From an optimization exercise on the open Yosys and OpenROAD flow, aimed at small area, a short achievable clock period and few clock cycles per item; shortcuts taken in it are not production practice.
In this exercise RTL edits were held to simulation tests only and were not proved equivalent to the original.
Power is estimated from default activity; no workload was simulated.

==> flow/design.v (excerpt) <==
module ordered_unique_list_table #(
  parameter int CAPACITY = 16
) (
  input  logic        clk,
  input  logic        rst_n,
  input  logic        in_tvalid,
  output logic        in_tready,
  input  logic [39:0] in_tdata,    
  output logic        out_tvalid,
  input  logic        out_tready,
  output logic [15:0] out_tdata    
);
make LEC_CHECK=0 CAP_MARGIN=20 CORE_MARGIN=2 CORE_UTILIZATION=70 CTS_CLUSTER_DIAMETER=80 CTS_CLUSTER_SIZE=25 SETUP_SLACK_MARGIN=2.32 SLEW_MARGIN=20 finish   # period 4.5 ns
run.sh (not shown) runs the stock make flow with config.mk's settings and CLKGATE_MAP_FILE= SYNTH_SCRIPT=/design/flow/synth_recipe.tcl, a recipe that flattens the netlist after the stock synthesis.
Testbench counts at the start, summed over its fixed seeds: cycles 12,016, items 12,000.
Change:
--- a/flow/design.v
+++ b/flow/design.v
@@ -50,16 +50,16 @@
   localparam int OW   = $clog2(OUTQ + 1);
   localparam int RW   = 4 + oult_pkg::CountW;    
   logic [CAPACITY-1:0] valid_r;
   logic [CW-1:0]       count_r;
   logic                vld2_r;
   logic                ins2_r;      
+  logic                rem2_r;      
   logic                bad2_r;      
-  logic [CAPACITY-1:0] hit2_r;      
-  logic                okv2_r;      
-  logic                remv2_r;     
+  logic                ok2_r;       
+  logic [CAPACITY-1:0] hit2_r;
   logic                pres2_r;     
   logic [CAPACITY-1:0] park2_r;     
   logic [CAPACITY-1:0] spare_r;
   logic                no_spare_r;   
   logic                parked2_r;    
   logic [OUTQ-1:0]     qv_r;
@@ -82,16 +82,16 @@
   logic [CAPACITY-1:0] ins_k;
   logic [CAPACITY-1:0] rem_k;
   logic [CW-1:0]       count_nxt;
   logic [2:0]          status;
   assign present = pres2_r;
   assign full    = count_r[CW-1];    
-  assign do_ins  = okv2_r && !present;
-  assign do_rem  = remv2_r && present;
+  assign do_ins  = vld2_r && ok2_r && !present;
+  assign do_rem  = vld2_r && rem2_r && present;
   assign ins_k   = park2_r & {CAPACITY{do_ins}};
-  assign rem_k   = hit2_r;
+  assign rem_k   = hit2_r & {CAPACITY{vld2_r && rem2_r}};
   assign count_nxt = do_ins ? count_r + CW'(1) : do_rem ? count_r - CW'(1) : count_r;
   always_comb begin
     if (ins2_r) begin
       if (bad2_r)       status = oult_pkg::STAT_RANGE;
       else if (present) status = oult_pkg::STAT_DUP;
       else if (full)    status = oult_pkg::STAT_FULL;
@@ -125,20 +125,19 @@
       for (int g = 0; g < NG; g++) if (g < k / 4) lower_grp = lower_grp | grp_any[g];
       lower_in = 1'b0;
       for (int j = 0; j < 4; j++) if (4 * (k / 4) + j < k) lower_in = lower_in | cand[4 * (k / 4) + j];
       first_c[k] = cand[k] && !lower_in && !lower_grp;
     end
   end
-  logic [CAPACITY-1:0] fallback;
-  assign fallback  = no_spare            ? (parked2 ? rem_k : '0) :
+  assign spare_nxt = no_spare            ? (parked2 ? rem_k : '0) :
+                     !none_c             ? first_c :
                      (parked2 && !do_ins) ? park2_r : rem_k;
-  assign spare_nxt = first_c | (fallback & {CAPACITY{none_c}});
   logic rem_any;
   logic no_spare_nxt;
   logic parked_nxt;
-  assign rem_any      = do_rem;
+  assign rem_any      = vld2_r && rem2_r && present;
   assign no_spare_nxt = no_spare ? !(parked2 && rem_any) :
                         none_c && !(parked2 && !do_ins) && !rem_any;
   assign parked_nxt   = !no_spare || (parked2 ? !do_ins : rem_any);
   logic [CAPACITY-1:0] eq_k;
   for (genvar k = 0; k < CAPACITY; k++) begin : g_slot
     oult_cell u_cell (
@@ -196,40 +195,37 @@
   assign pop_sel = out_tready && qv_r[0];
   always_ff @(posedge clk) begin
     if (!rst_n) begin
       valid_r <= '0;
       count_r <= '0;
       spare_r <= CAPACITY'(1);
-      park2_r <= '0;
       no_spare_r <= 1'b0;
       parked2_r  <= 1'b0;
       vld2_r  <= 1'b0;
-      okv2_r  <= 1'b0;
-      remv2_r <= 1'b0;
       qv_r    <= '0;
       outst_r <= '0;
       rdy_r   <= 1'b1;
     end else begin
       valid_r <= valid_nxt;
       count_r <= count_nxt;
       spare_r <= spare_nxt;
-      park2_r <= park_nxt;
       no_spare_r <= no_spare_nxt;
       parked2_r  <= parked_nxt;
       vld2_r  <= in_acc;
-      okv2_r  <= in_acc && in_cmd == oult_pkg::CMD_INSERT && !bad_nxt && !full_nxt;
-      remv2_r <= in_acc && in_cmd == oult_pkg::CMD_REMOVE;
       qv_r    <= pop_sel ? qv_pop : qv_hold;
       outst_r <= pop_sel ? outst_pop : outst_hold;
       rdy_r   <= pop_sel ? (outst_pop < OW'(OUTQ)) : (outst_hold < OW'(OUTQ));
     end
   end
   always_ff @(posedge clk) begin
     ins2_r  <= in_cmd == oult_pkg::CMD_INSERT;
+    rem2_r  <= in_cmd == oult_pkg::CMD_REMOVE;
     bad2_r  <= bad_nxt;
-    hit2_r  <= hit_nxt & {CAPACITY{rst_n && in_acc && in_cmd == oult_pkg::CMD_REMOVE}};
+    ok2_r   <= in_cmd == oult_pkg::CMD_INSERT && !bad_nxt && !full_nxt;
+    hit2_r  <= hit_nxt;
     pres2_r <= |hit_nxt;
+    park2_r <= park_nxt;
     for (int i = 0; i < OUTQ; i++) qd_r[i] <= pop_sel ? qd_pop[i] : qd_hold[i];
   end
   assign out_tvalid = qv_r[0];
   assign out_tdata  = {7'd0, qd_r[0]};
 endmodule
=> Setup slack is better by 0.17 ns; design area rose by 0.78%; routed wire length rose by 4.5%; worst hold slack is worse by 0.045 ns; core utilization rose by 0.43 points; maximum frequency rose by 7.8%; combinational power fell by 4.2%; register-to-register slack is better by 0.20 ns; first-iteration DRC count rose by 42%; die area rose by 0.54%; cell count hardly moves; clock skew fell by 0.0041 ns.
Testbench counts after the change, summed over its fixed seeds: cycles 12,016, items 12,000.


== old ==
ordered_unique_list_table again, from the RTL that the note above started with.
clock: 4.5 ns
lec_check: 0
cap_margin: 20
core_margin: 2
core_utilization: 70
cts_cluster_diameter: 80
cts_cluster_size: 25
setup_slack_margin: 2.2
slew_margin: 20
Testbench counts of old, summed over its fixed seeds: cycles 12,016, items 12,000.
#### Input delta (new over old)
--- a/flow/design.v
+++ b/flow/design.v
@@ -46,24 +46,24 @@
 );
   localparam int CW   = $clog2(CAPACITY + 1);
   localparam int PW   = oult_pkg::PosW + 1;
   localparam int OUTQ = 3;
   localparam int OW   = $clog2(OUTQ + 1);
   localparam int RW   = 4 + oult_pkg::CountW;    
   logic [CAPACITY-1:0] valid_r;
   logic [CW-1:0]       count_r;
   logic                vld2_r;
   logic                ins2_r;      
+  logic                rem2_r;      
   logic                bad2_r;      
-  logic [CAPACITY-1:0] hit2_r;      
-  logic                okv2_r;      
-  logic                remv2_r;     
+  logic                ok2_r;       
+  logic [CAPACITY-1:0] hit2_r;
   logic                pres2_r;     
   logic [CAPACITY-1:0] park2_r;     
   logic [CAPACITY-1:0] spare_r;
   logic                no_spare_r;   
   logic                parked2_r;    
   logic [OUTQ-1:0]     qv_r;
   logic [RW-1:0]       qd_r [OUTQ];
   logic [OW-1:0]       outst_r;     
   logic                rdy_r;
   logic                        in_acc;
@@ -78,24 +78,24 @@
   logic                present;
   logic                full;
   logic                do_ins;
   logic                do_rem;
   logic [CAPACITY-1:0] ins_k;
   logic [CAPACITY-1:0] rem_k;
   logic [CW-1:0]       count_nxt;
   logic [2:0]          status;
   assign present = pres2_r;
   assign full    = count_r[CW-1];    
-  assign do_ins  = okv2_r && !present;
-  assign do_rem  = remv2_r && present;
+  assign do_ins  = vld2_r && ok2_r && !present;
+  assign do_rem  = vld2_r && rem2_r && present;
   assign ins_k   = park2_r & {CAPACITY{do_ins}};
-  assign rem_k   = hit2_r;
+  assign rem_k   = hit2_r & {CAPACITY{vld2_r && rem2_r}};
   assign count_nxt = do_ins ? count_r + CW'(1) : do_rem ? count_r - CW'(1) : count_r;
   always_comb begin
     if (ins2_r) begin
       if (bad2_r)       status = oult_pkg::STAT_RANGE;
       else if (present) status = oult_pkg::STAT_DUP;
       else if (full)    status = oult_pkg::STAT_FULL;
       else              status = oult_pkg::STAT_OK;
     end else begin
       status = present ? oult_pkg::STAT_OK : oult_pkg::STAT_NOTFOUND;
     end
@@ -121,28 +121,27 @@
     for (int g = 0; g < NG; g++) grp_any[g] = |cand[4*g +: 4];
     for (int k = 0; k < CAPACITY; k++) begin
       logic lower_grp, lower_in;
       lower_grp = 1'b0;
       for (int g = 0; g < NG; g++) if (g < k / 4) lower_grp = lower_grp | grp_any[g];
       lower_in = 1'b0;
       for (int j = 0; j < 4; j++) if (4 * (k / 4) + j < k) lower_in = lower_in | cand[4 * (k / 4) + j];
       first_c[k] = cand[k] && !lower_in && !lower_grp;
     end
   end
-  logic [CAPACITY-1:0] fallback;
-  assign fallback  = no_spare            ? (parked2 ? rem_k : '0) :
+  assign spare_nxt = no_spare            ? (parked2 ? rem_k : '0) :
+                     !none_c             ? first_c :
                      (parked2 && !do_ins) ? park2_r : rem_k;
-  assign spare_nxt = first_c | (fallback & {CAPACITY{none_c}});
   logic rem_any;
   logic no_spare_nxt;
   logic parked_nxt;
-  assign rem_any      = do_rem;
+  assign rem_any      = vld2_r && rem2_r && present;
   assign no_spare_nxt = no_spare ? !(parked2 && rem_any) :
                         none_c && !(parked2 && !do_ins) && !rem_any;
   assign parked_nxt   = !no_spare || (parked2 ? !do_ins : rem_any);
   logic [CAPACITY-1:0] eq_k;
   for (genvar k = 0; k < CAPACITY; k++) begin : g_slot
     oult_cell u_cell (
       .clk    (clk),
       .load   (park_nxt[k]),
       .wr_val (in_val),
       .key    (in_val),
@@ -192,44 +191,41 @@
   logic [OW-1:0] outst_pop, outst_hold;
   assign outst_pop  = in_acc ? outst_r : outst_r - OW'(1);
   assign outst_hold = in_acc ? outst_r + OW'(1) : outst_r;
   logic pop_sel;
   assign pop_sel = out_tready && qv_r[0];
   always_ff @(posedge clk) begin
     if (!rst_n) begin
       valid_r <= '0;
       count_r <= '0;
       spare_r <= CAPACITY'(1);
-      park2_r <= '0;
       no_spare_r <= 1'b0;
       parked2_r  <= 1'b0;
       vld2_r  <= 1'b0;
-      okv2_r  <= 1'b0;
-      remv2_r <= 1'b0;
       qv_r    <= '0;
       outst_r <= '0;
       rdy_r   <= 1'b1;
     end else begin
       valid_r <= valid_nxt;
       count_r <= count_nxt;
       spare_r <= spare_nxt;
-      park2_r <= park_nxt;
       no_spare_r <= no_spare_nxt;
       parked2_r  <= parked_nxt;
       vld2_r  <= in_acc;
-      okv2_r  <= in_acc && in_cmd == oult_pkg::CMD_INSERT && !bad_nxt && !full_nxt;
-      remv2_r <= in_acc && in_cmd == oult_pkg::CMD_REMOVE;
       qv_r    <= pop_sel ? qv_pop : qv_hold;
       outst_r <= pop_sel ? outst_pop : outst_hold;
       rdy_r   <= pop_sel ? (outst_pop < OW'(OUTQ)) : (outst_hold < OW'(OUTQ));
     end
   end
   always_ff @(posedge clk) begin
     ins2_r  <= in_cmd == oult_pkg::CMD_INSERT;
+    rem2_r  <= in_cmd == oult_pkg::CMD_REMOVE;
     bad2_r  <= bad_nxt;
-    hit2_r  <= hit_nxt & {CAPACITY{rst_n && in_acc && in_cmd == oult_pkg::CMD_REMOVE}};
+    ok2_r   <= in_cmd == oult_pkg::CMD_INSERT && !bad_nxt && !full_nxt;
+    hit2_r  <= hit_nxt;
     pres2_r <= |hit_nxt;
+    park2_r <= park_nxt;
     for (int i = 0; i < OUTQ; i++) qd_r[i] <= pop_sel ? qd_pop[i] : qd_hold[i];
   end
   assign out_tvalid = qv_r[0];
   assign out_tdata  = {7'd0, qd_r[0]};
 endmodule
### Flow results
Going from old to new, post-detailed-routing wire length climbed about 2.3%, met3 wire length went up 2.0%, power grew by 1.0%, final worst setup slack increased 0.071 ns.
Per the comparison of new with old, sequential power did not really move; number of buffers other than clock buffers in the final layout went up.
Testbench counts of new, summed over its fixed seeds: cycles 12,016, items 12,000.

==> afterwards: timing with drivers on the ports <==
Ports are ideal in the flow. The routed layouts listed here were re-timed in OpenROAD. Step 1 (the two cells are an assumption about what drives the block):
set clk [get_ports {clk}]
set_driving_cell -lib_cell sky130_fd_sc_hd__clkbuf_16 $clk
set_driving_cell -lib_cell sky130_fd_sc_hd__buf_2 [delete_from_list [all_inputs] $clk]
Step 2, shift: input delay + t, output delay - t, t = (earliest + latest rising clock arrival at the registers) / 2. This alone moves slack from input paths to output paths. Slacks: ideal ports / drivers / drivers and shift; pairs: ideal ports / drivers.
run	shift t [ns]	setup slack, ns	hold slack, ns
the first run of note 1	0.651	2.125 / 2.125 / 1.601	0.519 / 0.519 / 0.519
the second run of note 1	0.657	2.297 / 2.312 / 1.655	0.473 / 0.473 / 0.473
old	0.653	2.178 / 2.178 / 1.594	0.515 / 0.479 / 0.527
new	0.676	2.249 / 2.253 / 1.608	0.487 / 0.487 / 0.487
After both steps every run listed still meets setup and hold. For the second run of note 1, which loses most, drivers alone change the setup slack by +0.015 ns; drivers and shift together by -0.642 ns.
